This is an optimization exercise on Yosys and OpenROAD, whose aim is small area, a short achievable clock period and few clock cycles, not a production implementation. At most, simulation tests tie the RTL to the original design; equivalence was not proved. For runs 1 to 3, only the layout was checked, not whether the RTL still works. Power figures rest on the tool's default switching activity, not on a simulated workload.

`flow/config.mk`:
```
export PLATFORM = sky130hd
export DESIGN_NAME = bankers_safety_check
export DESIGN_NICKNAME = bankers_safety_check
export VERILOG_FILES = /design/flow/design.v
export SDC_FILE = /design/flow/constraint.sdc
export NUM_CORES = 4
export LEC_CHECK = 0
export CAP_MARGIN = 20
export CORE_MARGIN = 2
export CORE_UTILIZATION = 40
export SLEW_MARGIN = 20
```
`flow/constraint.sdc`:
```
create_clock -name core_clock -period 8.0 [get_ports {clk_i}]
set_input_delay 1.6000 -clock core_clock [delete_from_list [all_inputs] [get_ports {clk_i}]]
set_output_delay 1.6000 -clock core_clock [all_outputs]
set_load 0.01 [all_outputs]
```
`flow/design.v`:
```
`default_nettype none
package bsc_pkg;
  localparam int unsigned MAX_PROCESSES_DEF = 16;
  localparam int unsigned MAX_RESOURCES_DEF = 8;
  localparam int unsigned COUNT_WIDTH_DEF   = 8;
  localparam logic [2:0] MODE_LOAD_ALLOC = 3'd0;
  localparam logic [2:0] MODE_LOAD_MAX   = 3'd1;
  localparam logic [2:0] MODE_LOAD_AVAIL = 3'd2;
  localparam logic [2:0] MODE_CHECK      = 3'd3;
  localparam logic [2:0] MODE_REQUEST    = 3'd4;
  localparam logic [1:0] ST_SAFE      = 2'd0;
  localparam logic [1:0] ST_UNSAFE    = 2'd1;
  localparam logic [1:0] ST_OVER_NEED = 2'd2;
  localparam logic [1:0] ST_OVER_AVL  = 2'd3;
  localparam logic KIND_SEQ     = 1'b0;
  localparam logic KIND_VERDICT = 1'b1;
  typedef struct packed {
    logic rd;
    logic cmp_fit;
    logic cmp_req;
    logic clr_flags;
    logic work_init;
    logic work_add;
    logic wr_grant;
    logic wr_back;
    logic avail_sub;
    logic avail_add;
    logic ord_wr;
    logic ord_rd;
    logic out_seq;
    logic out_verdict;
  } cmd_t;
  typedef struct packed {
    logic fits;
    logic need_bad;
    logic avail_bad;
    logic out_free;
  } stat_t;
endpackage
`default_nettype wire
`default_nettype none
module bankers_safety_check (
  input  wire         clk_i,
  input  wire         rst_ni,
  input  wire         psel,
  input  wire         penable,
  input  wire         pwrite,
  input  wire  [2:0]  paddr,
  input  wire  [31:0] pwdata,
  output logic [31:0] prdata,
  output logic        pready,
  input  wire         s_axis_tvalid,
  output logic        s_axis_tready,
  input  wire  [15:0] s_axis_tdata,
  input  wire  [2:0]  s_axis_tuser,
  input  wire         s_axis_tlast,
  output logic        m_axis_tvalid,
  input  wire         m_axis_tready,
  output logic [7:0]  m_axis_tdata,
  output logic [0:0]  m_axis_tuser,
  output logic        m_axis_tlast
);
  localparam int NP = 16;
  localparam int NR = 8;
  localparam int QD = 32;                  
  localparam int QW = $clog2(QD);
  function automatic logic le8(input logic [7:0] a, input logic [7:0] b);
    logic [7:0] g, e;
    logic [3:0] g1, e1;
    logic [1:0] g2, e2;
    g = a & ~b;
    e = ~(a ^ b);
    for (int k = 0; k < 4; k++) begin
      g1[k] = g[2*k+1] | (e[2*k+1] & g[2*k]);
      e1[k] = e[2*k+1] & e[2*k];
    end
    for (int k = 0; k < 2; k++) begin
      g2[k] = g1[2*k+1] | (e1[2*k+1] & g1[2*k]);
      e2[k] = e1[2*k+1] & e1[2*k];
    end
    le8 = !(g2[1] | (e2[1] & g2[0]));
  endfunction
  function automatic logic [9:0] add9(input logic [8:0] a, input logic [8:0] b, input logic cin);
    logic [8:0] p, g, gg, pp;
    logic [9:0] r;
    p = a ^ b;
    g = a & b;
    gg = g; pp = p;
    gg[0] = g[0] | (p[0] & cin);
    for (int l = 0; l < 4; l++) begin
      for (int i = 0; i < 9; i++) begin
        if (((i >> l) & 1) == 1) begin
          gg[i] = gg[i] | (pp[i] & gg[((i >> l) << l) - 1]);
          pp[i] = pp[i] & pp[((i >> l) << l) - 1];
        end
      end
    end
    r[0] = p[0] ^ cin;
    for (int i = 1; i < 9; i++) r[i] = p[i] ^ gg[i-1];
    r[9] = gg[8];
    add9 = r;
  endfunction
  logic [4:0] num_proc_q;
  logic [3:0] num_res_q;
  logic       cfg_wr;
  assign pready = 1'b1;
  assign cfg_wr = psel && penable && pwrite;
  always_ff @(posedge clk_i or negedge rst_ni) begin
    if (!rst_ni) begin
      num_proc_q <= 5'd1;
      num_res_q  <= 4'd1;
    end else if (cfg_wr) begin
      if (!paddr[2]) num_proc_q <= pwdata[4:0];
      else           num_res_q  <= pwdata[3:0];
    end
  end
  assign prdata = paddr[2] ? {28'd0, num_res_q} : {27'd0, num_proc_q};
  logic [4:0]    np;
  logic [NP-1:0] pmask;    
  logic [NR-1:0] rmask;    
  assign np = (num_proc_q == 5'd0) ? 5'd1 : (num_proc_q > 5'd16) ? 5'd16 : num_proc_q;
  always_comb begin
    for (int i = 0; i < NP; i++) pmask[i] = (i < np);
    for (int j = 0; j < NR; j++) rmask[j] = (j == 0) || (j < num_res_q);
  end
  logic          ir_v, ir_last;
  logic [2:0]    ir_mode;
  logic [3:0]    ir_p;
  logic [7:0]    ir_amt;
  logic [NP-1:0] ir_psel, ir_pnext;
  logic [NR-1:0] ir_rsel;
  logic          ir_free, ir_start;    
  logic          consume, in_acc, rdy_q;
  assign s_axis_tready = rdy_q;
  assign in_acc = s_axis_tvalid && rdy_q;
  always_ff @(posedge clk_i or negedge rst_ni) begin
    if (!rst_ni) begin
      ir_v <= 1'b0;
    end else begin
      ir_v <= ir_v_d;
    end
  end
  logic ir_v_d, ir_free_d, ir_start_d;
  always_comb begin
    for (int i = 0; i < NP; i++) ir_pnext[i] = in_acc ? (s_axis_tdata[3:0] == 4'(i)) : ir_psel[i];
    ir_v_d     = rdy_q ? s_axis_tvalid : ir_v;
    ir_free_d  = in_acc ? (s_axis_tuser[2] && s_axis_tuser != bsc_pkg::MODE_REQUEST) ||
                          (s_axis_tuser == bsc_pkg::MODE_REQUEST && !s_axis_tlast) : ir_free;
    ir_start_d = in_acc ? s_axis_tuser == bsc_pkg::MODE_CHECK ||
                          (s_axis_tuser == bsc_pkg::MODE_REQUEST && s_axis_tlast) : ir_start;
  end
  always_ff @(posedge clk_i) begin
    ir_psel <= ir_pnext;
    if (in_acc) begin
      ir_mode  <= s_axis_tuser;
      ir_p     <= s_axis_tdata[3:0];
      ir_amt   <= s_axis_tdata[14:7];
      ir_last  <= s_axis_tlast;
      ir_free  <= ir_free_d;
      ir_start <= ir_start_d;
      for (int j = 0; j < NR; j++) ir_rsel[j] <= (s_axis_tdata[6:4] == 3'(j));
    end
  end
  typedef enum logic [2:0] {S_IDLE, S_RQ2, S_CMP, S_PICK, S_ADD, S_RB} state_e;
  state_e state_q, state_d;
  logic   is_idle_q, is_add_q;             
  logic [7:0]    alloc_q [NP][NR];
  logic [8:0]    diff_q  [NP][NR];    
  logic [7:0]    avail_q [NR];
  logic [7:0]    req_q   [NR];
  logic [7:0]    gq_q    [NR];        
  logic [7:0]    gq      [NR];
  logic [8:0]    work_q  [NR];        
  logic [NP-1:0] fits_q;              
  logic [NP-1:0] fin_q;
  logic [NP-1:0] ge_q;                
  logic [NP-1:0] hiok_q;              
  logic [3:0]    cnt_q;
  logic [NP-1:0] rsel_q;              
  logic [NP-1:0] xsel_q;              
  logic          rq_q;
  logic          nbad_q, abad_q;      
  logic          ld_q;                
  logic [5:0]    q_mem [QD];
  logic [QW:0]   q_wp_q, q_vp_q, q_rp_q;  
  logic          q_room_q;            
  logic          qw_v_q;              
  logic [QW-1:0] qw_a_q;
  logic [5:0]    qw_d_q;
  logic          pend_safe_q;
  logic [NP-1:0] run_mask_q, run_ge_q;
  logic          run_busy_q, run_act_q;
  logic          out_v_q, out_kind_q;
  logic [3:0]    out_proc_q;
  logic [1:0]    out_stat_q;
  logic exec, exec_chk, exec_rq;
  assign consume  = ir_v && rdy_q;
  assign exec     = consume;
  assign exec_chk = exec && ir_mode == bsc_pkg::MODE_CHECK;
  assign exec_rq  = exec && ir_mode == bsc_pkg::MODE_REQUEST && ir_last;
  logic loop;
  assign loop = (state_q == S_PICK);
  logic [NP-1:0] fsel, asel, fsel_q, cand_q;
  logic [7:0]    arow [NR];
  logic [8:0]    drow [NR];
  assign asel = is_add_q ? fsel_q : xsel_q;
  always_comb begin
    for (int j = 0; j < NR; j++) begin
      arow[j] = '0; drow[j] = '0;
      for (int i = 0; i < NP; i++) begin
        arow[j] |= {8{asel[i]}} & alloc_q[i][j];
        drow[j] |= {9{xsel_q[i]}} & diff_q[i][j];
      end
    end
  end
  logic [NP-1:0] fits, cand, hi, pre_c, pre_h, sel_c, sel_h;
  logic          found, any_hi, allfit;
  logic [3:0]    fidx;
  always_comb begin
    for (int i = 0; i < NP; i++) begin
      fits[i] = 1'b1;
      for (int j = 0; j < NR; j++)
        if (rmask[j] && !diff_q[i][j][8] && !work_q[j][8] && !le8(diff_q[i][j][7:0], work_q[j][7:0]))
          fits[i] = 1'b0;
    end
    cand = fits_q & ~fin_q;
    hi   = fits_q & hiok_q;
    pre_c[0] = 1'b0; pre_h[0] = 1'b0;
    for (int i = 1; i < NP; i++) begin
      pre_c[i] = pre_c[i-1] | cand[i-1];
      pre_h[i] = pre_h[i-1] | hi[i-1];
    end
    sel_c  = cand & ~pre_c;
    sel_h  = hi & ~pre_h;
    any_hi = |hi;
    found  = |cand;
    allfit = &(fits_q | fin_q);
    fsel   = any_hi ? sel_h : sel_c;
    fidx   = '0;
    for (int i = 0; i < NP; i++) if (fsel[i]) fidx |= 4'(i);
  end
  logic [NP-1:0] nu, nhi, pre_n, pre_nh, nsel, ssel, sge;
  logic [3:0]    nidx, sidx;
  logic          ncont, step, slast, fin_a, fin_b;
  always_comb begin
    nu  = ~fin_q;
    nhi = hiok_q;
    pre_n[0] = 1'b0; pre_nh[0] = 1'b0;
    for (int i = 1; i < NP; i++) begin
      pre_n[i]  = pre_n[i-1] | nu[i-1];
      pre_nh[i] = pre_nh[i-1] | nhi[i-1];
    end
    nsel  = (|nhi) ? (nhi & ~pre_nh) : (nu & ~pre_n);
    ncont = |(nsel & cand_q);
    nidx  = '0;
    for (int i = 0; i < NP; i++) if (nsel[i]) nidx |= 4'(i);
  end
  logic need_bad, avail_bad;
  always_comb begin
    need_bad = 1'b0; avail_bad = 1'b0;
    for (int j = 0; j < NR; j++) begin
      if (rmask[j] && (drow[j][8] ? (gq[j] != 8'd0) : !le8(gq[j], drow[j][7:0])))
        need_bad = 1'b1;
      if (rmask[j] && !le8(gq[j], avail_q[j])) avail_bad = 1'b1;
    end
  end
  logic          ld_max_q;
  logic [NP-1:0] ld_psel_q;
  logic [NR-1:0] ld_rsel_q;
  logic [7:0]    ld_amt_q, ld_a_q, ld_d_q;
  logic [7:0]    a_old, d_old, ld_m, fwd_m;
  logic [8:0]    d_new;
  logic          fwd;
  always_comb begin
    ld_m  = 8'(add9({1'b0, ld_d_q}, {1'b0, ld_a_q}, 1'b0));
    fwd_m = ld_max_q ? ld_amt_q : ld_m;
    if (ld_max_q) d_new = add9({1'b0, ld_amt_q}, ~{1'b0, ld_a_q}, 1'b1);
    else          d_new = add9({1'b0, ld_m}, ~{1'b0, ld_amt_q}, 1'b1);
    fwd = ld_q && |(ld_psel_q & ir_psel) && |(ld_rsel_q & ir_rsel);
    a_old = '0; d_old = '0;
    for (int j = 0; j < NR; j++) begin
      a_old |= {8{ir_rsel[j]}} & arow[j];
      d_old |= {8{ir_rsel[j]}} & drow[j][7:0];
    end
  end
  logic       post, post_safe, post_vd;
  logic [1:0] post_code;
  logic       grant, rback;
  logic       ld_alloc, ld_max, ld_avail, ld_req;
  assign ld_alloc = exec && ir_mode == bsc_pkg::MODE_LOAD_ALLOC;
  assign ld_max   = exec && ir_mode == bsc_pkg::MODE_LOAD_MAX;
  assign ld_avail = exec && ir_mode == bsc_pkg::MODE_LOAD_AVAIL;
  assign ld_req   = exec && ir_mode == bsc_pkg::MODE_REQUEST;
  assign slast = ({1'b0, cnt_q} + 5'd1 == np);
  assign fin_a = loop && found && !slast && !run_busy_q && allfit;
  assign fin_b = is_add_q && !slast && !run_busy_q && &(cand_q | fin_q);
  always_comb begin
    state_d = state_q;
    post = 1'b0; post_safe = 1'b0; post_vd = 1'b0; post_code = bsc_pkg::ST_SAFE;
    grant = 1'b0; rback = 1'b0; step = 1'b0;
    unique case (state_q)
      S_IDLE: begin
        if (exec_chk) state_d = S_PICK;
        if (exec_rq) begin
          if ({1'b0, ir_p} >= np) begin
            post = 1'b1; post_vd = 1'b1; post_code = bsc_pkg::ST_OVER_NEED;
          end else begin
            grant = 1'b1; state_d = S_RQ2;
          end
        end
      end
      S_RQ2: begin
        if (nbad_q || abad_q) begin
          post = 1'b1; post_vd = 1'b1;
          post_code = nbad_q ? bsc_pkg::ST_OVER_NEED : bsc_pkg::ST_OVER_AVL;
          rback = 1'b1; state_d = S_IDLE;
        end else begin
          state_d = S_PICK;
        end
      end
      S_CMP: state_d = S_PICK;
      S_RB: begin
        rback = 1'b1; state_d = S_IDLE;
      end
      S_ADD: begin
        if (fin_b) begin
          post = 1'b1; post_safe = 1'b1; state_d = S_IDLE;
        end else if (!ncont) begin
          state_d = S_CMP;
        end else begin
          step = 1'b1;
          if (slast) begin
            post = 1'b1; post_safe = 1'b1; state_d = S_IDLE;
          end
        end
      end
      default: ;
    endcase
    if (loop) begin
      if (!found) begin
        post = 1'b1; post_vd = 1'b1; post_code = bsc_pkg::ST_UNSAFE;
        state_d = rq_q ? S_RB : S_IDLE;
      end else if (fin_a) begin
        post = 1'b1; post_safe = 1'b1; state_d = S_IDLE;
      end else begin
        step = 1'b1;
        if (slast) begin
          post = 1'b1; post_safe = 1'b1; state_d = S_IDLE;
        end else begin
          state_d = S_ADD;
        end
      end
    end
  end
  logic in_chk_d;    
  assign in_chk_d = state_d == S_CMP || state_d == S_PICK || state_d == S_ADD;
  assign ssel = is_add_q ? nsel : fsel;
  assign sidx = is_add_q ? nidx : fidx;
  assign sge  = is_add_q ? ((|nhi) ? pre_nh : pre_n) : (any_hi ? pre_h : pre_c);
  always_ff @(posedge clk_i or negedge rst_ni) begin
    if (!rst_ni) begin
      state_q   <= S_IDLE;
      is_idle_q <= 1'b1;
      is_add_q  <= 1'b0;
    end else begin
      state_q   <= state_d;
      is_idle_q <= state_d == S_IDLE;
      is_add_q  <= state_d == S_ADD;
    end
  end
  logic [7:0] avail_d [NR];
  logic [7:0] avail_a [NR];
  always_comb begin
    for (int j = 0; j < NR; j++) begin
      gq[j] = !is_idle_q ? gq_q[j] : ir_rsel[j] ? ir_amt : req_q[j];
      avail_a[j] = add9({1'b0, avail_q[j]}, {1'b0, is_idle_q ? ~gq[j] : gq[j]}, is_idle_q);
      avail_d[j] = avail_q[j];
      if ((grant || rback) && rmask[j]) avail_d[j] = avail_a[j];
      else if (ld_avail && ir_rsel[j])  avail_d[j] = ir_amt;
    end
  end
  logic          upd, arith;
  logic [NP-1:0] arow_en, drow_en;
  logic [NR-1:0] col_en, dcol_en;
  logic [7:0]    awd [NR];
  logic [8:0]    dwd [NR];
  assign upd   = grant || rback;
  assign arith = exec_rq || !is_idle_q;    
  always_comb begin
    for (int i = 0; i < NP; i++) begin
      arow_en[i] = upd ? xsel_q[i] : (ld_alloc && ir_psel[i]);
      drow_en[i] = upd ? xsel_q[i] : (ld_q && ld_psel_q[i]);
    end
    for (int j = 0; j < NR; j++) begin
      col_en[j]  = upd ? rmask[j] : ir_rsel[j];
      dcol_en[j] = upd ? rmask[j] : ld_rsel_q[j];
      awd[j] = arith ? 8'(add9({1'b0, arow[j]}, {1'b0, is_idle_q ? gq[j] : ~gq[j]}, !is_idle_q)) : ir_amt;
      dwd[j] = arith ? 9'(add9(drow[j], is_idle_q ? ~{1'b0, gq[j]} : {1'b0, gq[j]}, is_idle_q)) : d_new;
    end
  end
  always_ff @(posedge clk_i) begin
    for (int j = 0; j < NR; j++) begin
      avail_q[j] <= avail_d[j];
      if (ld_req && ir_rsel[j]) req_q[j] <= ir_amt;
      if (exec_rq) gq_q[j] <= gq[j];
      for (int i = 0; i < NP; i++) begin
        if (arow_en[i] && col_en[j]) alloc_q[i][j] <= awd[j];
        if (drow_en[i] && dcol_en[j]) diff_q[i][j] <= dwd[j];
      end
    end
    ld_max_q  <= ld_max;
    ld_psel_q <= ir_psel;
    ld_rsel_q <= ir_rsel;
    ld_amt_q  <= ir_amt;
    ld_a_q    <= (fwd && !ld_max) ? 8'd0 : a_old;
    ld_d_q    <= fwd ? fwd_m : d_old;
    if (is_idle_q) begin
      nbad_q <= need_bad;
      abad_q <= avail_bad;
    end
  end
  always_ff @(posedge clk_i) begin
    fsel_q <= ssel;
    fits_q <= fits;
    if (loop) cand_q <= cand;
    if (is_add_q && (state_d == S_ADD || state_d == S_CMP)) begin
      for (int j = 0; j < NR; j++) begin
        logic [8:0] s;
        s = 9'(add9({1'b0, work_q[j][7:0]}, {1'b0, arow[j]}, 1'b0));
        work_q[j] <= (work_q[j][8] || s[8]) ? 9'h100 : s;
      end
    end else if (!in_chk_d) begin
      for (int j = 0; j < NR; j++) work_q[j] <= {1'b0, avail_d[j]};
    end
  end
  always_ff @(posedge clk_i or negedge rst_ni) begin
    if (!rst_ni) begin
      fin_q <= '0; ge_q <= '1; hiok_q <= '1; cnt_q <= '0;
      rsel_q <= '0; xsel_q <= '0; rq_q <= 1'b0; ld_q <= 1'b0;
    end else begin
      ld_q <= ld_alloc || ld_max;
      if (step && state_d == S_ADD) begin
        fin_q  <= fin_q | ssel;
        ge_q   <= sge;
        hiok_q <= ~(fin_q | ssel) & sge;
        cnt_q  <= cnt_q + 4'd1;
      end else if (!in_chk_d) begin
        fin_q <= ~pmask; ge_q <= '1; hiok_q <= pmask; cnt_q <= '0;
      end
      if (exec_rq) begin
        rsel_q <= ir_psel;
        rq_q   <= 1'b1;
      end else if (exec_chk) begin
        rq_q   <= 1'b0;
      end
      if (state_d == S_RQ2)     xsel_q <= ir_psel;
      else if (state_d == S_RB) xsel_q <= rsel_q;
      else                      xsel_q <= ir_pnext;
    end
  end
  logic          out_free, q_pop, q_we, q_nonempty;
  logic [QW:0]   q_wp_d, q_rp_d, q_cnt_d;
  logic          q_room_d;
  logic [QW-1:0] q_wa;
  logic [5:0]    q_wd, q_head;
  assign out_free   = !out_v_q || m_axis_tready;
  assign q_head     = q_mem[q_rp_q[QW-1:0]];
  assign q_nonempty = q_vp_q != q_rp_q;
  assign q_pop      = out_free && !pend_safe_q && !run_act_q && q_nonempty;
  logic          run_step, run_end;
  logic [NP-1:0] r_hi, r_pre, r_preh, r_sel, r_ge;
  logic [3:0]    r_idx;
  assign run_step = out_free && !pend_safe_q &&
                    (run_act_q || (q_nonempty && q_head[5] && q_head[4]));
  always_comb begin
    r_hi = run_mask_q & run_ge_q;
    r_pre[0] = 1'b0; r_preh[0] = 1'b0;
    for (int i = 1; i < NP; i++) begin
      r_pre[i]  = r_pre[i-1] | run_mask_q[i-1];
      r_preh[i] = r_preh[i-1] | r_hi[i-1];
    end
    r_sel = (|r_hi) ? (r_hi & ~r_preh) : (run_mask_q & ~r_pre);
    r_ge  = (|r_hi) ? r_preh : r_pre;
    r_idx = '0;
    for (int i = 0; i < NP; i++) if (r_sel[i]) r_idx |= 4'(i);
    run_end = (run_mask_q & ~r_sel) == '0;
  end
  logic [QW:0] wp_c1, wp_1;
  assign wp_c1 = q_wp_q + (QW+1)'(cnt_q) + 1'b1;
  assign wp_1  = q_wp_q + 1'b1;
  always_comb begin
    q_we = post || step || fin_a || fin_b;
    q_wa = post_vd ? q_wp_q[QW-1:0] : q_wp_q[QW-1:0] + QW'(cnt_q);
    if (fin_a || fin_b)  q_wd = {1'b1, 1'b1, 4'b0000};
    else if (post_vd)    q_wd = {1'b1, 1'b0, 2'b00, post_code};
    else                 q_wd = {1'b0, post_safe, sidx};
    if (post_safe)       q_wp_d = wp_c1;
    else if (post_vd)    q_wp_d = wp_1;
    else                 q_wp_d = q_wp_q;
    q_rp_d  = q_pop ? q_rp_q + 1'b1 : q_rp_q;
    q_cnt_d = wp_c1 - q_rp_d;
    q_room_d = (QD - int'(q_cnt_d)) >= int'(np);
  end
  always_ff @(posedge clk_i or negedge rst_ni) begin
    if (!rst_ni) rdy_q <= 1'b1;
    else rdy_q <= !ir_v_d || ir_free_d ||
                  (state_d == S_IDLE && (!ir_start_d || (q_room_d && !(ld_alloc || ld_max))));
  end
  always_ff @(posedge clk_i) begin
    qw_a_q <= q_wa;
    qw_d_q <= q_wd;
    if (qw_v_q) q_mem[qw_a_q] <= qw_d_q;
    if (fin_a || fin_b) begin
      run_mask_q <= ~fin_q;
      run_ge_q   <= ge_q;
    end else if (run_step) begin
      run_mask_q <= run_mask_q & ~r_sel;
      run_ge_q   <= r_ge;
    end
  end
  always_ff @(posedge clk_i or negedge rst_ni) begin
    if (!rst_ni) begin
      q_wp_q <= '0; q_vp_q <= '0; q_rp_q <= '0; q_room_q <= 1'b1; qw_v_q <= 1'b0;
      pend_safe_q <= 1'b0; run_busy_q <= 1'b0; run_act_q <= 1'b0;
      out_v_q <= 1'b0; out_kind_q <= 1'b0; out_proc_q <= '0; out_stat_q <= '0;
    end else begin
      qw_v_q   <= q_we;
      q_wp_q   <= q_wp_d;
      q_vp_q   <= q_wp_q;
      q_rp_q   <= q_rp_d;
      q_room_q <= q_room_d;
      if (fin_a || fin_b) begin
        run_busy_q <= 1'b1;
      end else if (run_step && run_end) begin
        run_busy_q <= 1'b0;
      end
      if (run_step) run_act_q <= !run_end;
      if (out_free) out_v_q <= 1'b0;
      if (out_free && pend_safe_q) begin
        out_v_q     <= 1'b1;
        out_kind_q  <= bsc_pkg::KIND_VERDICT;
        out_proc_q  <= 4'd0;
        out_stat_q  <= bsc_pkg::ST_SAFE;
        pend_safe_q <= 1'b0;
      end else if (run_step) begin
        out_v_q     <= 1'b1;
        out_kind_q  <= bsc_pkg::KIND_SEQ;
        out_proc_q  <= r_idx;
        out_stat_q  <= bsc_pkg::ST_SAFE;
        pend_safe_q <= run_end;
      end else if (q_pop) begin
        out_v_q     <= 1'b1;
        out_kind_q  <= q_head[5];
        out_proc_q  <= q_head[5] ? 4'd0 : q_head[3:0];
        out_stat_q  <= q_head[5] ? q_head[1:0] : bsc_pkg::ST_SAFE;
        pend_safe_q <= !q_head[5] && q_head[4];
      end
    end
  end
  assign m_axis_tvalid = out_v_q;
  assign m_axis_tdata  = {2'b00, out_stat_q, out_proc_q};
  assign m_axis_tuser  = out_kind_q;
  assign m_axis_tlast  = out_kind_q;
endmodule
`default_nettype wire
```
`flow/run.sh`:
```
#!/bin/bash
# synth_recipe.tcl (not shown) runs the flow's synth.tcl, then flattens the netlist and writes it again
# the make line also repeats each setting of config.mk as NAME=value (left out here)
make -C /OpenROAD-flow-scripts/flow DESIGN_CONFIG=/design/flow/config.mk WORK_HOME=/design/flow/orfs CLKGATE_MAP_FILE= SYNTH_SCRIPT=/design/flow/synth_recipe.tcl finish
```
==> results of run 1 <==
-- power by group through the flow --
| stage | sequential [W] | combinational, W | clock, W |
|---|---|---|---|
| 2_1_floorplan | 0.0259 | 0.0197 | 0 |
| 4_1_cts | 0.0267 | 0.0347 | 0.0155 |
| 3_3_place_gp | 0.0269 | 0.0336 | 0 |
| 5_1_grt | 0.0268 | 0.0382 | 0.0161 |
| 3_5_place_dp | 0.0270 | 0.0345 | 0 |
| 6_report | 0.0268 | 0.0357 | 0.0154 |
-- per-layer routing --
metal	part of all wire [%]	global-route usage, %	wire, um	vias up
met5	0.0060	0.03874	33	-
met4	6.5	16.27	35800	4
met3	11	6.844	60610	1329
met2	43	43.52	239800	6383
met1	39	38.35	216900	52990
li1	-	-	-	44550
-- worst max-delay path: stages (launching register included) --
cell       delay [ns]
dfrtp_4          0.84
mux2_4           0.57
buf_4            0.36
a22o_1           0.23
a221oi_1         0.39
nand4_1          0.79
ha_1             0.59
nor2b_1          0.13
o21a_1           0.18
o21a_1           0.19
o21a_1           0.19
o21ai_0          0.69
a21o_1           0.41
o311ai_0         0.20
o2bb2ai_1        0.16
-- sequential cells by signal, summed over array words and instances (netlist names), 16 cells and up --
signal	cells
alloc_q	1024
avail_q	64
cand_q	16
diff_q	1152
fin_q	16
fits_q	16
fsel_q	16
ge_q	16
gq_q	64
hiok_q	16
ir_psel	16
ld_psel_q	16
q_mem	192
req_q	64
rsel_q	16
run_ge_q	16
run_mask_q	16
work_q	72
xsel_q	16
-- cells by family (layout without fill, tap and decap cells) --
family	count (synthesis)	after routing	synth area share, %
buffers and inverters	1022	1460	2.728
flip-flops	2948	2948	58.57
XOR/XNOR	179	179	1.085
AO/OA/AOI/OAI	3187	3187	15.66
AND/OR/NAND/NOR	2251	2251	7.578
adder cells (fa/ha/maj)	1343	1343	11.97
multiplexers	271	271	2.404
other	2	51	0.005104
-- how the worst max path moves through the flow --
stage	cells past startpoint	slack, ns	startpoint	endpoint
floorplan	17	2.65	is_idle_q	alloc_q[101][7]
global placement	16	1.95	is_add_q	alloc_q[89][7]
detailed placement	13	1.97	is_add_q	alloc_q[104][5]
CTS	13	1.91	is_add_q	alloc_q[0][5]
global route	14	1.79	is_add_q	work_q[3][6]
finish	14	1.83	is_add_q	work_q[3][6]
-- layout make-up --
class,instances,area (sq um),area share (%)
clock inverter,183,1981,1.195
timing repair buffer,391,3234,1.952
sequential,2948,86270,52.07
multi-input combinational,7261,57620,34.77
inverter,477,1792,1.081
clock buffer,409,8720,5.263
antenna,21,52.55,0.03172
tap,4816,6026,3.637
-- metrics by stage --
| stage | worst slack [ns] | hold WS [ns] |
|---|---|---|
| 6_report | 1.830 | 0.4353 |
| 4_1_cts | 1.909 | 0.4282 |
| 3_3_place_gp | 1.955 | 0.4074 |
| 2_1_floorplan | 2.650 | 0.3462 |
| 3_5_place_dp | 1.966 | 0.4200 |
| 5_1_grt | 1.794 | 0.4443 |
-- placed cells by master, fill, tap and decap left out, types with 113 or more instances in the layout --
cell       instances
buf_4            331
nand3_1          237
o21ai_0          412
a22oi_1          572
a221oi_1         337
a21oi_1          340
clkbuf_16        334
a21o_1           114
nor2_1           725
inv_1            468
nor3_1           142
and3b_1          123
ha_1            1235
a22o_1           325
nand4_1          113
o21a_1           344
nand2_1          429
nand2b_1         126
dfxtp_1          166
edfxtp_1        2644
xnor2_1          126
mux2i_1          152
==> run notes, run 1 <==
* Outcome: finished clean
* Mapped Cells at 11,200
* Slew HR at 12.65%
* CTS resizes at 0
* FMAX at 0.1621 GHz
* Post-layout nets at 12,810
* Worst skew pair latency at 0.96 ns
* Die Footprint at 372,800 sq um
* Layout fillers at 32,330
* DP Wirelength at 396,000 um
* PD cells at 470.0 nW/um^2
* Top cells by area, synth: edfxtp_1 54%, ha_1 11%, a22oi_1 2.9%, dfxtp_1 2.3%, a221oi_1 2.0%
* Mean area per synthesized cell at 13.14 sq um
* Ratio of cells with drive above 1 in the final layout at 9.624%
* 1st-iter DRT viols at 14,120
* Async set-or-reset flop fraction in the synthesized netlist at 4.478%
* Drt pass-1 iters at 10
* Pwr Total at 0.07787 W
* Total Routed Length at 553,200 um
* Post-CTS Setup Inserts at 0
* Area share of the largest cell type after synthesis at 53.95%
* CTS Hold Bufs at 0
* Setup crit start kind: flop
* Count of different cell masters after synthesis at 97
* Starting Density at 40.23%
* Clock edge transition at the registers on the reported setup and hold paths at 0.06 ns
* Max Cap Viol at 0
* Synth Cell Area at 147,200 sq um
* Global Route Usage Sum at 28.92%
* Worst Hold End: ld_psel_q[12]
* Gate power share at 45.9%
* Hold Path Class: reg2reg
* Period utilization at 77.13%
* Final min period at 6.170 ns
* Synth warn at 14
* Slew Viols, Final at 0
* Worst setup path class: reg2reg
* Horiz. Die Dim at 610.5 um
* PortBufs at 46
* Switching share of power at 43.01%
* Number of flops mapped to enable cells by yosys at 2,644
* Post-synth top area cell: edfxtp_1
* Slew @ Worst Pin at 1.277 ns
* Final core occ at 45.29%
* Wire length per cell at 33.51 um
* Routed Antenna Nets at 0
* Worst endpoint required time at 8.80 ns
* Root Driver: clkbuf_16
* Fin Setup TNS at 0 ns
* Antenna violations before repair at 32
* Placed cell count at 15,890
* Switching Power at 0.03349 W
* CTS sink cnt at 2,948
* Die H at 610.5 um
* Setup Skew at 0.05648 ns
* Critical path peak fanout at 23
* Worst Hold Launch: ir_psel[12]
* DP Area at 154,800 sq um
* First-pass GRT wire length at 774,000 um
* Num CTS Buffers at 326
* Post-route DRC at 0
* Register area share after synthesis at 58.57%
* Most numerous cell in the Yosys netlist: edfxtp_1
* Fin area at 165,700 sq um
* Via density at 6.377
* Clock Power Share at 19.8%
* Seq cells post-synth at 2,948
* Layout Cells excl Fill at 16,510
* Critical path arrival at 6.97 ns
* Depth of the worst hold-timing path at 0
* Part of the power in registers at 34.4%
* Final Setup Violations at 0
* Final hold vios at 0
* CTS tree: yes
* Post-synth top cells: 2,644 x edfxtp_1, 1,235 x ha_1, 746 x nor2_1
* R2R Path Start: is_add_q
* P_leak at 61.00 nW
* Area grow syn2layout at 12.60%
* Worst R2R End: work_q[3][6]
* VDD IR max at 452.8 uV
* R2R setup slack at 1.83 ns
* Prevailing post-synth register cell: edfxtp_1
* Vias in the first global route at 103,000
* R2R depth at 14
* CTS Buffer Depth at 4
* RSZ-0062 raised after global routing: no
* GPL Wtd Cong at 0.9922
* H-tree depth at 5
* Maximum number of pins on one net before global-route repair at 97
* Vias after detailed routing at 105,300
* Gr ovfl total at 0
* Rows at 222
* Core area at 365,800 sq um
* CP Capture Type: flop
* I/O Pins at 107
* Internal power at 0.04438 W
==> run 2, diff against run 1 <==
--- a/flow/config.mk
+++ b/flow/config.mk
@@ -8,4 +8,5 @@
 export CAP_MARGIN = 20
 export CORE_MARGIN = 2
 export CORE_UTILIZATION = 40
+export SETUP_SLACK_MARGIN = 3.0
 export SLEW_MARGIN = 20
==> run 2 against run 1 <==
  * Die area stayed put
  * Setup slack better by 1.0 ns
  * Largest power group unchanged
  * Largest cell class unchanged
  * First-iteration DRC count up 9.4%
  * Area after synthesis stayed put
  * Flip-flop and latch count stayed put
==> run notes, run 2 <==
* Final hold vios at 0
* GPL Wtd Cong at 1.013
* Part of the power in registers at 33.0%
* Critical path peak fanout at 33
* Wire length per cell at 35.65 um
* Switching share of power at 43.99%
* Starting Density at 40.23%
* CTS Hold Bufs at 0
* 1st-iter DRT viols at 15,460
* Mapped Cells at 11,200
* Die Footprint at 372,800 sq um
* Area share of the largest cell type after synthesis at 53.95%
* Prevailing post-synth register cell: edfxtp_1
* Worst setup path class: reg2reg
* Final min period at 5.163 ns
* Global Route Usage Sum at 30.51%
* DP Wirelength at 410,800 um
* Setup crit start kind: flop
* Layout Cells excl Fill at 16,660
* Async set-or-reset flop fraction in the synthesized netlist at 4.478%
* Synth warn at 14
* Slew HR at 12.16%
* Total Routed Length at 593,800 um
* Area grow syn2layout at 14.91%
* CTS tree: yes
* Internal power at 0.04534 W
* PD cells at 478.8 nW/um^2
* RSZ-0062 raised after global routing: yes
* I/O Pins at 107
* Top cells by area, synth: edfxtp_1 54%, ha_1 11%, a22oi_1 2.9%, dfxtp_1 2.3%, a221oi_1 2.0%
* Clock Power Share at 19.0%
* Gate power share at 48.0%
* Maximum number of pins on one net before global-route repair at 75
* Post-synth top cells: 2,644 x edfxtp_1, 1,235 x ha_1, 746 x nor2_1
* Rows at 222
* Vias after detailed routing at 108,500
* Drt pass-1 iters at 8
* First-pass GRT wire length at 807,400 um
* FMAX at 0.1937 GHz
* Core area at 365,800 sq um
* Critical path arrival at 5.83 ns
* Post-route DRC at 0
* Top Registers: diff_q: 1152 flops, alloc_q: 1024 flops, q_mem: 192 flops
* Outcome: finished clean
* Slew Viols, Final at 0
* Via density at 6.513
* Mean area per synthesized cell at 13.14 sq um
* Antenna violations before repair at 49
* Die H at 610.5 um
* Hold Path Class: reg2reg
* Worst endpoint required time at 8.67 ns
* Post-layout nets at 12,940
* Seq cells post-synth at 2,948
* Clock edge transition at the registers on the reported setup and hold paths at 0.06 ns
* H-tree depth at 5
* Synth Cell Area at 147,200 sq um
* Register area share after synthesis at 58.57%
* Max reg flops at 1,152
* CTS sink cnt at 2,948
* Period utilization at 64.54%
* Most frequent cells in the layout: 2,644 x edfxtp_1, 1,235 x ha_1, 569 x a22oi_1
* Num CTS Buffers at 330
* CP Capture Type: flop
* Final core occ at 46.22%
* Final Setup Violations at 0
* Root Driver: clkbuf_16
* P_leak at 61.90 nW
* PortBufs at 46
* Worst skew pair latency at 1.05 ns
* Ratio of cells with drive above 1 in the final layout at 13.60%
* Horiz. Die Dim at 610.5 um
* Fin Setup TNS at 0 ns
* Post-synth top area cell: edfxtp_1
* Number of flops mapped to enable cells by yosys at 2,644
* Count of different cell masters after synthesis at 97
* CTS Buffer Depth at 4
* Slew @ Worst Pin at 1.313 ns
* Setup Skew at 0.1310 ns
* Gr ovfl total at 0
* Largest Register: diff_q
* Commonest non-fill, non-tap cell in the layout: edfxtp_1
* VDD IR max at 411.3 uV
* Vias in the first global route at 104,400
* Placed cell count at 15,890
* Routed Antenna Nets at 0
* Max Cap Viol at 0
* Most numerous cell in the Yosys netlist: edfxtp_1
* Switching Power at 0.03561 W
[run 2: worst max-delay path, stage by stage, from the launching register on]
cell	delay [ns]
edfxtp_1	0.80
and3b_1	0.26
nand2_1	0.06
buf_4	0.39
clkinv_2	0.28
nor2_4	0.64
buf_4	0.77
o21a_2	0.62
buf_4	0.29
a21o_1	0.65
[run 2: metal layers]
layer | routed length, um | vias up | GRT usage (%) | part of all wire, %
met2 | 253800 | 7390 | 45.64 | 43
met3 | 70780 | 1781 | 7.251 | 12
met5 | 308 | - | 0 | 0.052
met1 | 224300 | 54460 | 40.09 | 38
met4 | 44580 | 28 | 18.63 | 7.5
li1 | - | 44810 | - | -
[run 2: kinds of logic after synthesis]
group	count (synthesis)	synth area share, %
buffers and inverters	1022	2.728
muxes	271	2.404
and+or+nand+nor	2251	7.578
other	2	0.005104
DFF	2948	58.57
AOI/OAI and AO/OA	3187	15.66
adders and majority gates	1343	11.97
xor gates and xnor gates	179	1.085
[run 2: layout make-up]
| type | instances | area (sq um) |
|---|---|---|
| inverter | 477 | 1799 |
| tap | 4816 | 6026 |
| sequential | 2948 | 86270 |
| clock buffer | 423 | 8811 |
| timing repair buffer | 503 | 4537 |
| multi-input combinational | 7275 | 59570 |
| fill | 31990 | 196700 |
| antenna | 35 | 87.58 |
| clock inverter | 178 | 1988 |
[run 2: stage by stage]
step | setup WS (ns) | hold slack, ns | instance area (sq um) | power (W)
after floorplan | 2.933 | 0.3462 | 147300 | 0.04560
after global placement | 1.895 | 0.4369 | 154500 | 0.06115
after detailed placement | 1.990 | 0.4372 | 154600 | 0.06207
after CTS | 2.828 | 0.4471 | 167200 | 0.07866
after global routing | 2.765 | 0.4692 | 169000 | 0.08363
final | 2.837 | 0.4549 | 169100 | 0.08095
[run 2: worst paths after layout]
kind / startpoint / endpoint / slack [ns] / depth (start not counted)
worst min-delay path: ir_psel[9] / ld_psel_q[9] / 0.45 / 0
max in group asynchronous: rst_ni / xsel_q[8] / 6.25 / 2
worst max-delay path: ir_mode[0] / diff_q[102][6] / 2.84 / 9
worst max register to register: ir_mode[0] / diff_q[102][6] / 2.84 / 9
min in group asynchronous: rst_ni / out_proc_q[3] / 0.55 / 1
worst min register to register: ir_psel[9] / ld_psel_q[9] / 0.45 / 0
[run 2: power by group through the flow]
| stage | Combinational, W | Clock [W] | Sequential (W) |
|---|---|---|---|
| 2_1_floorplan | 0.0197 | 0 | 0.0259 |
| 3_3_place_gp | 0.0342 | 0 | 0.0269 |
| 3_5_place_dp | 0.0351 | 0 | 0.0270 |
| 4_1_cts | 0.0366 | 0.0155 | 0.0266 |
| 5_1_grt | 0.0408 | 0.0160 | 0.0268 |
| 6_report | 0.0388 | 0.0154 | 0.0267 |
[run 2: repair_timing]
item | in CTS | in global routing
gates resized for setup | 314 | 239
setup buffers | 51 | 64
cloned | 4 | 11
setup endpoints to repair | 3351 | 2368
pin swaps | 25 | 27
endpoints found under the hold margin | 0 | 0
==> run 3, diff against run 2 <==
--- a/flow/design.v
+++ b/flow/design.v
@@ -65,40 +65,13 @@
   localparam int QD = 32;                  
   localparam int QW = $clog2(QD);
   function automatic logic le8(input logic [7:0] a, input logic [7:0] b);
-    logic [7:0] g, e;
-    logic [3:0] g1, e1;
-    logic [1:0] g2, e2;
-    g = a & ~b;
-    e = ~(a ^ b);
-    for (int k = 0; k < 4; k++) begin
-      g1[k] = g[2*k+1] | (e[2*k+1] & g[2*k]);
-      e1[k] = e[2*k+1] & e[2*k];
-    end
-    for (int k = 0; k < 2; k++) begin
-      g2[k] = g1[2*k+1] | (e1[2*k+1] & g1[2*k]);
-      e2[k] = e1[2*k+1] & e1[2*k];
-    end
-    le8 = !(g2[1] | (e2[1] & g2[0]));
+    logic c;
+    c = 1'b1;
+    for (int k = 0; k < 8; k++) c = (~a[k] & b[k]) | (~a[k] & c) | (b[k] & c);
+    le8 = c;
   endfunction
   function automatic logic [9:0] add9(input logic [8:0] a, input logic [8:0] b, input logic cin);
-    logic [8:0] p, g, gg, pp;
-    logic [9:0] r;
-    p = a ^ b;
-    g = a & b;
-    gg = g; pp = p;
-    gg[0] = g[0] | (p[0] & cin);
-    for (int l = 0; l < 4; l++) begin
-      for (int i = 0; i < 9; i++) begin
-        if (((i >> l) & 1) == 1) begin
-          gg[i] = gg[i] | (pp[i] & gg[((i >> l) << l) - 1]);
-          pp[i] = pp[i] & pp[((i >> l) << l) - 1];
-        end
-      end
-    end
-    r[0] = p[0] ^ cin;
-    for (int i = 1; i < 9; i++) r[i] = p[i] ^ gg[i-1];
-    r[9] = gg[8];
-    add9 = r;
+    add9 = {1'b0, a} + {1'b0, b} + {9'd0, cin};
   endfunction
   logic [4:0] num_proc_q;
   logic [3:0] num_res_q;
@@ -130,6 +103,8 @@
   logic [NP-1:0] ir_psel, ir_pnext;
   logic [NR-1:0] ir_rsel;
   logic          ir_free, ir_start;    
+  logic          ir_rql;               
+  logic [NP-1:0] ir_aen;               
   logic          consume, in_acc, rdy_q;
   assign s_axis_tready = rdy_q;
   assign in_acc = s_axis_tvalid && rdy_q;
@@ -158,6 +133,9 @@
       ir_last  <= s_axis_tlast;
       ir_free  <= ir_free_d;
       ir_start <= ir_start_d;
+      ir_rql   <= s_axis_tuser == bsc_pkg::MODE_REQUEST && s_axis_tlast;
+      for (int i = 0; i < NP; i++)
+        ir_aen[i] <= s_axis_tuser == bsc_pkg::MODE_LOAD_ALLOC && s_axis_tdata[3:0] == 4'(i);
       for (int j = 0; j < NR; j++) ir_rsel[j] <= (s_axis_tdata[6:4] == 3'(j));
     end
   end
@@ -197,10 +175,10 @@
   assign consume  = ir_v && rdy_q;
   assign exec     = consume;
   assign exec_chk = exec && ir_mode == bsc_pkg::MODE_CHECK;
-  assign exec_rq  = exec && ir_mode == bsc_pkg::MODE_REQUEST && ir_last;
+  assign exec_rq  = exec && ir_rql;
   logic loop;
   assign loop = (state_q == S_PICK);
-  logic [NP-1:0] fsel, asel, fsel_q, cand_q;
+  logic [NP-1:0] fsel, asel, fsel_q;
   logic [7:0]    arow [NR];
   logic [8:0]    drow [NR];
   assign asel = is_add_q ? fsel_q : xsel_q;
@@ -251,7 +229,7 @@
       pre_nh[i] = pre_nh[i-1] | nhi[i-1];
     end
     nsel  = (|nhi) ? (nhi & ~pre_nh) : (nu & ~pre_n);
-    ncont = |(nsel & cand_q);
+    ncont = |(nsel & fits_q);
     nidx  = '0;
     for (int i = 0; i < NP; i++) if (nsel[i]) nidx |= 4'(i);
   end
@@ -293,7 +271,7 @@
   assign ld_req   = exec && ir_mode == bsc_pkg::MODE_REQUEST;
   assign slast = ({1'b0, cnt_q} + 5'd1 == np);
   assign fin_a = loop && found && !slast && !run_busy_q && allfit;
-  assign fin_b = is_add_q && !slast && !run_busy_q && &(cand_q | fin_q);
+  assign fin_b = is_add_q && !slast && !run_busy_q && &(fits_q | fin_q);
   always_comb begin
     state_d = state_q;
     post = 1'b0; post_safe = 1'b0; post_vd = 1'b0; post_code = bsc_pkg::ST_SAFE;
@@ -379,23 +357,24 @@
       else if (ld_avail && ir_rsel[j])  avail_d[j] = ir_amt;
     end
   end
-  logic          upd, arith;
+  logic          upd, arith, arithd;
   logic [NP-1:0] arow_en, drow_en;
   logic [NR-1:0] col_en, dcol_en;
   logic [7:0]    awd [NR];
   logic [8:0]    dwd [NR];
   assign upd   = grant || rback;
-  assign arith = exec_rq || !is_idle_q;    
+  assign arith  = ir_rql || !is_idle_q;
+  assign arithd = (ir_rql && !ld_q) || !is_idle_q;
   always_comb begin
     for (int i = 0; i < NP; i++) begin
-      arow_en[i] = upd ? xsel_q[i] : (ld_alloc && ir_psel[i]);
+      arow_en[i] = upd ? xsel_q[i] : (exec && ir_aen[i]);
       drow_en[i] = upd ? xsel_q[i] : (ld_q && ld_psel_q[i]);
     end
     for (int j = 0; j < NR; j++) begin
       col_en[j]  = upd ? rmask[j] : ir_rsel[j];
       dcol_en[j] = upd ? rmask[j] : ld_rsel_q[j];
       awd[j] = arith ? 8'(add9({1'b0, arow[j]}, {1'b0, is_idle_q ? gq[j] : ~gq[j]}, !is_idle_q)) : ir_amt;
-      dwd[j] = arith ? 9'(add9(drow[j], is_idle_q ? ~{1'b0, gq[j]} : {1'b0, gq[j]}, is_idle_q)) : d_new;
+      dwd[j] = arithd ? 9'(add9(drow[j], is_idle_q ? ~{1'b0, gq[j]} : {1'b0, gq[j]}, is_idle_q)) : d_new;
     end
   end
   always_ff @(posedge clk_i) begin
@@ -422,7 +401,6 @@
   always_ff @(posedge clk_i) begin
     fsel_q <= ssel;
     fits_q <= fits;
-    if (loop) cand_q <= cand;
     if (is_add_q && (state_d == S_ADD || state_d == S_CMP)) begin
       for (int j = 0; j < NR; j++) begin
         logic [8:0] s;
@@ -498,7 +476,7 @@
     else if (post_vd)    q_wp_d = wp_1;
     else                 q_wp_d = q_wp_q;
     q_rp_d  = q_pop ? q_rp_q + 1'b1 : q_rp_q;
-    q_cnt_d = wp_c1 - q_rp_d;
+    q_cnt_d = wp_c1 - q_rp_q;    
     q_room_d = (QD - int'(q_cnt_d)) >= int'(np);
   end
   always_ff @(posedge clk_i or negedge rst_ni) begin
--- a/flow/config.mk
+++ b/flow/config.mk
@@ -7,6 +7,7 @@
 export LEC_CHECK = 0
 export CAP_MARGIN = 20
 export CORE_MARGIN = 2
-export CORE_UTILIZATION = 40
-export SETUP_SLACK_MARGIN = 3.0
+export CORE_UTILIZATION = 55
+export PLACE_DENSITY = 0.68
+export SETUP_SLACK_MARGIN = 3.6
 export SLEW_MARGIN = 20
==> run 3 against run 2 <==
  * Still clean
  * Sequential share of layout area down 0.097 points
  * Count of clock-buffer cells in the layout down 31
  * Register-to-register slack better by 0.42 ns
  * Critical path depth up 2
  * Die area down 29%
  * Global-route usage up 16 points
  * Flip-flop and latch count unchanged
  * Critical endpoint is now fits_q[1]
==> run notes, run 3 <==
* Num CTS Buffers at 315
* Switching Power at 0.03976 W
* Mean area per synthesized cell at 12.51 sq um
* Commonest non-fill, non-tap cell in the layout: edfxtp_1
* Outcome: finished clean
* Final hold vios at 0
* FMAX at 0.2110 GHz
* Core area at 259,200 sq um
* Final min period at 4.738 ns
* Slew HR at 3.059%
* Via density at 7.312
* Synth Cell Area at 143,100 sq um
* First-pass GRT wire length at 846,500 um
* Clock edge transition at the registers on the reported setup and hold paths at 0.06 ns
* Seq cells post-synth at 2,948
* CTS sink cnt at 2,948
* Vias in the first global route at 106,300
* Worst setup path class: reg2reg
* CTS Hold Bufs at 0
* Horiz. Die Dim at 514.1 um
* Async set-or-reset flop fraction in the synthesized netlist at 4.478%
* Setup crit start kind: flop
* Post-route DRC at 0
* Drt pass-1 iters at 10
* Starting Density at 55.21%
* Root Driver: clkbuf_16
* VDD IR max at 750.8 uV
* Clock Power Share at 16.7%
* Part of the power in registers at 31.8%
* Most numerous cell in the Yosys netlist: edfxtp_1
* Wire length per cell at 40.43 um
* 1st-iter DRT viols at 20,110
* Slew @ Worst Pin at 1.442 ns
* PD cells at 519.7 nW/um^2
* Area grow syn2layout at 18.40%
* Register area share after synthesis at 60.22%
* Ratio of cells with drive above 1 in the final layout at 19.83%
* Gate power share at 51.5%
* Depth of the worst hold-timing path at 0
* Switching share of power at 45.14%
* Mapped Cells at 11,440
* Slew Viols, Final at 0
* RSZ-0062 raised after global routing: yes
* Global Route Usage Sum at 46.01%
* R2R depth at 11
* CP Capture Type: flop
* Post-layout nets at 12,480
* Most frequent cells in the layout: 2,644 x edfxtp_1, 689 x buf_4, 584 x nand2_1
* Largest Register: diff_q
* CTS tree: yes
* Post-synth top area cell: edfxtp_1
* Period utilization at 59.23%
* Worst endpoint required time at 8.74 ns
* Top cells by area, synth: edfxtp_1 55%, maj3_1 3.7%, a22o_1 2.9%, a221oi_1 2.9%, dfxtp_1 2.4%
* Top Registers: diff_q: 1152 flops, alloc_q: 1024 flops, q_mem: 192 flops
* Routed Antenna Nets at 0
* Max Cap Viol at 0
* P_leak at 59.53 nW
* Antenna violations before repair at 57
* PortBufs at 46
* Post-synth top cells: 2,644 x edfxtp_1, 692 x nor2_1, 597 x nand2_1
* DP Wirelength at 423,300 um
* Synth warn at 14
* Hold Path Class: reg2reg
* Count of different cell masters after synthesis at 97
* Gr ovfl total at 0
* Prevailing post-synth register cell: edfxtp_1
* Total Routed Length at 639,000 um
* Final core occ at 65.36%
* Critical path peak fanout at 8
* Worst skew pair latency at 0.99 ns
* Maximum number of pins on one net before global-route repair at 95
* Final Setup Violations at 0
* Internal power at 0.04831 W
* CTS Buffer Depth at 4
* I/O Pins at 107
* Vias after detailed routing at 115,500
* Rows at 187
* H-tree depth at 5
* Die Footprint at 264,300 sq um
* GPL Wtd Cong at 1.072
* Setup Skew at 0.08423 ns
* Critical path arrival at 5.48 ns
* Number of flops mapped to enable cells by yosys at 2,644
* Max reg flops at 1,152
* Die H at 514.1 um
* Area share of the largest cell type after synthesis at 55.48%
* Fin Setup TNS at 0 ns
* Layout fillers at 18,920
run 3: path summary, 6_finish.rpt:
check / start / to / slack [ns]
worst max-delay path: num_res_q[1] / fits_q[1] / 3.26
worst min-delay path: ir_psel[8] / ld_psel_q[8] / 0.40
max in group asynchronous: rst_ni / q_rp_q[0] / 6.11
min in group asynchronous: rst_ni / fin_q[5] / 0.61
worst max register to register: num_res_q[1] / fits_q[1] / 3.26
worst min register to register: ir_psel[8] / ld_psel_q[8] / 0.40
run 3: power by group through the flow:
stage          Clock [W]  Combinational, W  Sequential (W)
4_1_cts           0.0146            0.0399          0.0279
3_3_place_gp           0            0.0353          0.0283
2_1_floorplan          0            0.0206          0.0270
6_report          0.0147            0.0454          0.0280
5_1_grt           0.0151            0.0462          0.0281
3_5_place_dp           0            0.0360          0.0284
run 3: worst max-delay path, stage by stage, from the launching register on:
cell      delay (ns)
dfrtp_1         0.36
buf_4           0.21
o21a_1          0.23
or2_2           0.36
nand2b_1        0.71
nor2_1          0.32
o211ai_1        0.21
a211oi_1        0.10
nor2_1          0.53
nor4b_1         0.30
nand3_1         0.18
nor4_4          0.99
run 3: timing repair:
| action | 4_1_cts | 5_1_grt |
|---|---|---|
| cloned | 37 | 24 |
| buffers inserted | 320 | 219 |
| setup endpoints to repair | 3990 | 2290 |
| gates resized for setup | 640 | 460 |
| pin swaps | 122 | 203 |
run 3: kinds of logic after synthesis:
logic type | Yosys count | synth area share, %
other | 2 | 0.005247
multiplexers | 282 | 2.564
AO/OA/AOI/OAI | 3286 | 16.51
buffers and inverters | 1263 | 3.435
flip-flops | 2948 | 60.22
XOR/XNOR | 274 | 1.696
AND/OR/NAND/NOR | 2519 | 8.743
adder cells (fa/ha/maj) | 867 | 6.821
run 3: routing by layer:
metal  share of wire [%]  global-route usage [%]  up-vias
li1                    -                       -    46250
met1                  35                   59.48    57120
met2                  40                   63.17     9841
met3                  16                   17.66     2307
met4                 9.2                   32.93       34
met5               0.075                  0.1279        -
run 3: layout make-up:
type / count / area, sq um / area share (%)
Antenna cell: 37 / 92.59 / 0.05464
Clock buffer: 392 / 8408 / 4.962
Clock inverter: 173 / 1714 / 1.012
Inverter: 593 / 2303 / 1.359
Multi-Input combinational cell: 7291 / 56620 / 33.41
Sequential cell: 2948 / 86290 / 50.92
Tap cell: 3402 / 4257 / 2.512
Timing Repair Buffer: 964 / 9762 / 5.761
Timing Repair inverter: 2 / 10.01 / 0.005907
run 3: per-stage QoR:
stage	instance area (sq um)	hold slack (ns)	instances	total power (W)	setup WS, ns
floorplan	143300	0.3427	11470	0.04755	3.586
global placement	148500	0.3967	14590	0.06355	1.984
detailed placement	148600	0.4024	14600	0.06439	2.141
CTS	164800	0.3912	15520	0.08237	3.396
global route	169400	0.4129	15770	0.08953	3.305
finish	169500	0.4002	15800	0.08807	3.262
==> run 4, diff against run 3 <==
--- a/flow/design.v
+++ b/flow/design.v
@@ -477,7 +477,7 @@
     else                 q_wp_d = q_wp_q;
     q_rp_d  = q_pop ? q_rp_q + 1'b1 : q_rp_q;
     q_cnt_d = wp_c1 - q_rp_q;    
-    q_room_d = (QD - int'(q_cnt_d)) >= int'(np);
+    q_room_d = ({1'b0, q_cnt_d} + 7'(np)) <= 7'(QD);
   end
   always_ff @(posedge clk_i or negedge rst_ni) begin
     if (!rst_ni) rdy_q <= 1'b1;
--- a/flow/config.mk
+++ b/flow/config.mk
@@ -7,7 +7,6 @@
 export LEC_CHECK = 0
 export CAP_MARGIN = 20
 export CORE_MARGIN = 2
-export CORE_UTILIZATION = 55
-export PLACE_DENSITY = 0.68
-export SETUP_SLACK_MARGIN = 3.6
+export CORE_UTILIZATION = 40
+export SETUP_SLACK_MARGIN = 3.0
 export SLEW_MARGIN = 20
==> run 4 against run 3 <==
  * Cell area decreased by 4.2%
  * Combinational power decreased by 8.1%
  * Worst hold slack improved by 0.013 ns
  * Register-to-register slack got worse by 0.53 ns
  * Area after synthesis decreased by 0.91%
  * Setup slack got worse by 0.53 ns
  * Critical path type unchanged
  * Critical endpoint is now fits_q[11]
  * Largest power group unchanged
==> run notes, run 4 <==
* Crit path top cell by count: buf_4
* Num CTS Buffers at 319
* Met2 Track Usage GR at 45.05%
* Seq. cell area at 86,270 sq um
* Routed Antenna Nets at 0
* Maximum number of pins on one net before global-route repair at 80
* Worst stage delay on the critical path at 0.65 ns
* Met3 usage at 9.973%
* Synth Cell Area at 141,800 sq um
* Gr busiest metal: met2
* VDD IR max at 444.5 uV
* Area grow syn2layout at 14.51%
* Slew @ Worst Pin at 1.347 ns
* Worst endpoint required time at 8.77 ns
* First-pass GRT wire length at 804,900 um
* Core area at 352,700 sq um
* Register area share after synthesis at 60.77%
* CP top delay family: simple AND/OR/NAND/NOR gates
* Worst setup path class: reg2reg
* CP Capture Type: flop
* Rows at 218
* Outcome: finished clean
* DP Wirelength at 420,400 um
* Most numerous cell in the Yosys netlist: edfxtp_1
* Ratio of cells with drive above 1 in the final layout at 13.52%
* Commonest non-fill, non-tap cell in the layout: edfxtp_1
* Vias in the first global route at 101,200
* Worst skew pair latency at 0.98 ns
* DP Area at 149,100 sq um
* Post-layout nets at 11,820
* CTS Hold Bufs at 0
* Largest Register: diff_q
* Layout fillers at 31,310
* Async set-or-reset flop fraction in the synthesized netlist at 4.478%
* CTS Buffer Depth at 4
* Post-synth top cells: 2,644 x edfxtp_1, 686 x nor2_1, 676 x nand2_1
* Worst-path cell chain: buf_4 > o21bai_1 > buf_4 > nand2b_1 > buf_4 > nor3_1 > a311oi_2 > o311ai_0 > nor4_1 > nand4b_1 > nor4_1 > buf_4 > and3_1
* Total Routed Length at 588,800 um
* Most frequent cells in the layout: 2,644 x edfxtp_1, 672 x nand2_1, 543 x inv_1
* Wire length per cell at 35.70 um
* Setup crit start kind: flop
* H-tree depth at 5
* Max reg flops at 1,152
* RSZ-0062 raised after global routing: yes
* Die Footprint at 359,300 sq um
* Max stage delay cell, worst path: and3_1
* Max Cap Viol at 0
* Critical path arrival at 6.04 ns
* Synth warn at 14
* Slew Viols, Final at 0
* Antenna violations before repair at 41
* I/O Pins at 107
* Final hold vios at 0
* CTS tree: yes
* Top Registers: diff_q: 1152 flops, alloc_q: 1024 flops, q_mem: 192 flops
* Vias after detailed routing at 107,500
* Gr ovfl total at 0
* Critical path peak fanout at 16
* Horiz. Die Dim at 599.4 um
* FMAX at 0.1896 GHz
* PD cells at 524.9 nW/um^2
* Hold Path Class: reg2reg
* PortBufs at 46
* Prevailing post-synth register cell: edfxtp_1
* Via density at 6.516
* Clock edge transition at the registers on the reported setup and hold paths at 0.06 ns
* Post-synth top area cell: edfxtp_1
* P_leak at 56.19 nW
* GPL Wtd Cong at 1.052
* Period utilization at 65.91%
* Area taken by multi-input logic gates at 53,010 sq um
* Pre-CTS setup slack at 2.026 ns
* CTS sink cnt at 2,948
* Die H at 599.4 um
* Area share of the largest cell type after synthesis at 55.98%
* Buf/Inv on CP at 4
* Fin area at 162,400 sq um
* Drt pass-1 iters at 9
* Final min period at 5.273 ns
* Mapped Cells at 11,220
* Fin Setup TNS at 0 ns
* Number of flops mapped to enable cells by yosys at 2,644
* Count of different cell masters after synthesis at 108
* Root Driver: clkbuf_16
* Top cells by area, synth: edfxtp_1 56%, maj3_1 3.8%, a221oi_1 2.9%, a22o_1 2.9%, dfxtp_1 2.4%
* Setup Skew at 0.08257 ns
* Setup slack after layout at 2.727 ns
* Global Route Usage Sum at 31.76%
* Starting Density at 40.21%
* Slew HR at 10.08%
* 1st-iter DRT viols at 15,820
* Seq cells post-synth at 2,948
* Final Setup Violations at 0
* Post-route DRC at 0
* Mean area per synthesized cell at 12.64 sq um
* Met1 Use GR at 43.31%
==> run 4: cell count changes after synthesis, moves of 24 or more <==
cell      before  now
mux2_2        77   37
inv_1        575  546
nor4b_1       48   14
nor3_1       187  127
nor4_1       112   59
buf_2         47   23
nand2_1      597  676
o21ai_0      588  451
nand2b_1      68   92
==> run 4: cell type report <==
type,count,share of cell area [%]
Timing Repair Buffer,521,2.878
Antenna cell,41,0.06318
Multi-Input combinational cell,7098,32.64
Sequential cell,2948,53.12
Clock buffer,398,5.241
Inverter,572,1.324
Clock inverter,184,1.085
Tap cell,4730,3.644
==> run 4: worst paths after layout <==
path                       slack (ns)  depth (start not counted)    startpoint            to
max                              2.73                         13  num_res_q[3]    fits_q[11]
min in group asynchronous        0.68                          1        rst_ni     fin_q[14]
max in group asynchronous        5.92                          2        rst_ni    xsel_q[13]
min reg2reg                      0.41                          0    ir_psel[2]  ld_psel_q[2]
max reg2reg                      2.73                         13  num_res_q[3]    fits_q[11]
min                              0.41                          0    ir_psel[2]  ld_psel_q[2]
==> run 4: metrics by stage <==
step / utilization, % / instances / power, W / hold WS (ns)
after floorplan: - / 11250 / 0.04897 / 0.3427
after global placement: 42.25 / 15740 / 0.06597 / 0.4047
after detailed placement: 42.27 / 15740 / 0.06673 / 0.4071
after CTS: 45.69 / 16400 / 0.08267 / 0.4108
after global routing: 46.04 / 16480 / 0.08765 / 0.4238
final: 46.05 / 16490 / 0.08525 / 0.4129
==> run 4: power breakdown <==
part	internal, W	switching, W	total (W)
Combinational	0.0119	0.0298	0.0417
Sequential	0.0266	0.00211	0.0287
Clock	0.00838	0.00650	0.0149
Total	0.0468	0.0384	0.0852
==> run 4: cells by family after synthesis <==
| kind of cell | count (synthesis) | share of synthesized area (%) |
|---|---|---|
| mux | 258 | 2.383 |
| compound gates | 3188 | 16.46 |
| buf+inv | 1204 | 3.322 |
| fa+ha+maj | 862 | 6.844 |
| simple gates | 2486 | 8.542 |
| flops | 2948 | 60.77 |
| other cells | 2 | 0.005295 |
| xor+xnor | 269 | 1.672 |
==> run 4: timing repair <==
| action | in CTS | in global routing |
|---|---|---|
| pin swaps | 28 | 27 |
| gates cloned | 4 | 3 |
| endpoints found under the setup margin | 3109 | 2904 |
| gates resized for setup | 281 | 117 |
| buffers inserted | 69 | 47 |
==> run 4: worst reg2reg max path: stages (launching register included) <==
cell and delay, ns:
dfrtp_1 0.55, buf_4 0.37, o21bai_1 0.21, buf_4 0.25
nand2b_1 0.41, buf_4 0.34, nor3_1 0.16, a311oi_2 0.48
o311ai_0 0.27, nor4_1 0.50, nand4b_1 0.26, nor4_1 0.40
buf_4 0.22, and3_1 0.66
==> run 4: layer usage <==
metal,wire length [um],up-vias
met1,232400,54360
li1,-,44450
met2,244800,7349
met5,402,-
met3,76220,1279
met4,35040,18
Testbench counts of run 4, summed over its fixed seeds: cycles 10,997.

## port drivers added, routing unchanged
Ports are ideal in the flow. The routed layouts listed here were re-timed in OpenROAD. Step 1: set_driving_cell puts a clkbuf_16 on clk_i and a buf_2 on each other input, an assumption about the parent block. Step 2, shift: input delay + t, output delay - t, t = (earliest + latest rising clock arrival at the registers) / 2. This alone moves slack from input paths to output paths. Three values: ideal ports, drivers, drivers and shift; two values: the first two.
| run | t, ns | setup WS [ns] | clock arrival spread, ns | slew at the worst register clock pin (ns) | pins driven straight from the clock port |
|---|---|---|---|---|---|
| run 1 | 1.032 | 1.830 / 1.830 / 1.830 | 0.057 / 0.057 | 0.07 / 0.07 | 1 |
| run 2 | 1.079 | 2.837 / 2.837 / 2.238 | 0.143 / 0.143 | 0.07 / 0.07 | 1 |
| run 3 | 1.063 | 3.262 / 3.262 / 3.262 | 0.113 / 0.113 | 0.07 / 0.07 | 1 |
| run 4 | 1.053 | 2.727 / 2.727 / 2.727 | 0.082 / 0.082 | 0.07 / 0.07 | 1 |
After both steps every run listed still meets setup and hold. The setup slack of run 2, which loses most, moves by 0.000 ns with the drivers and by -0.599 ns with both steps.
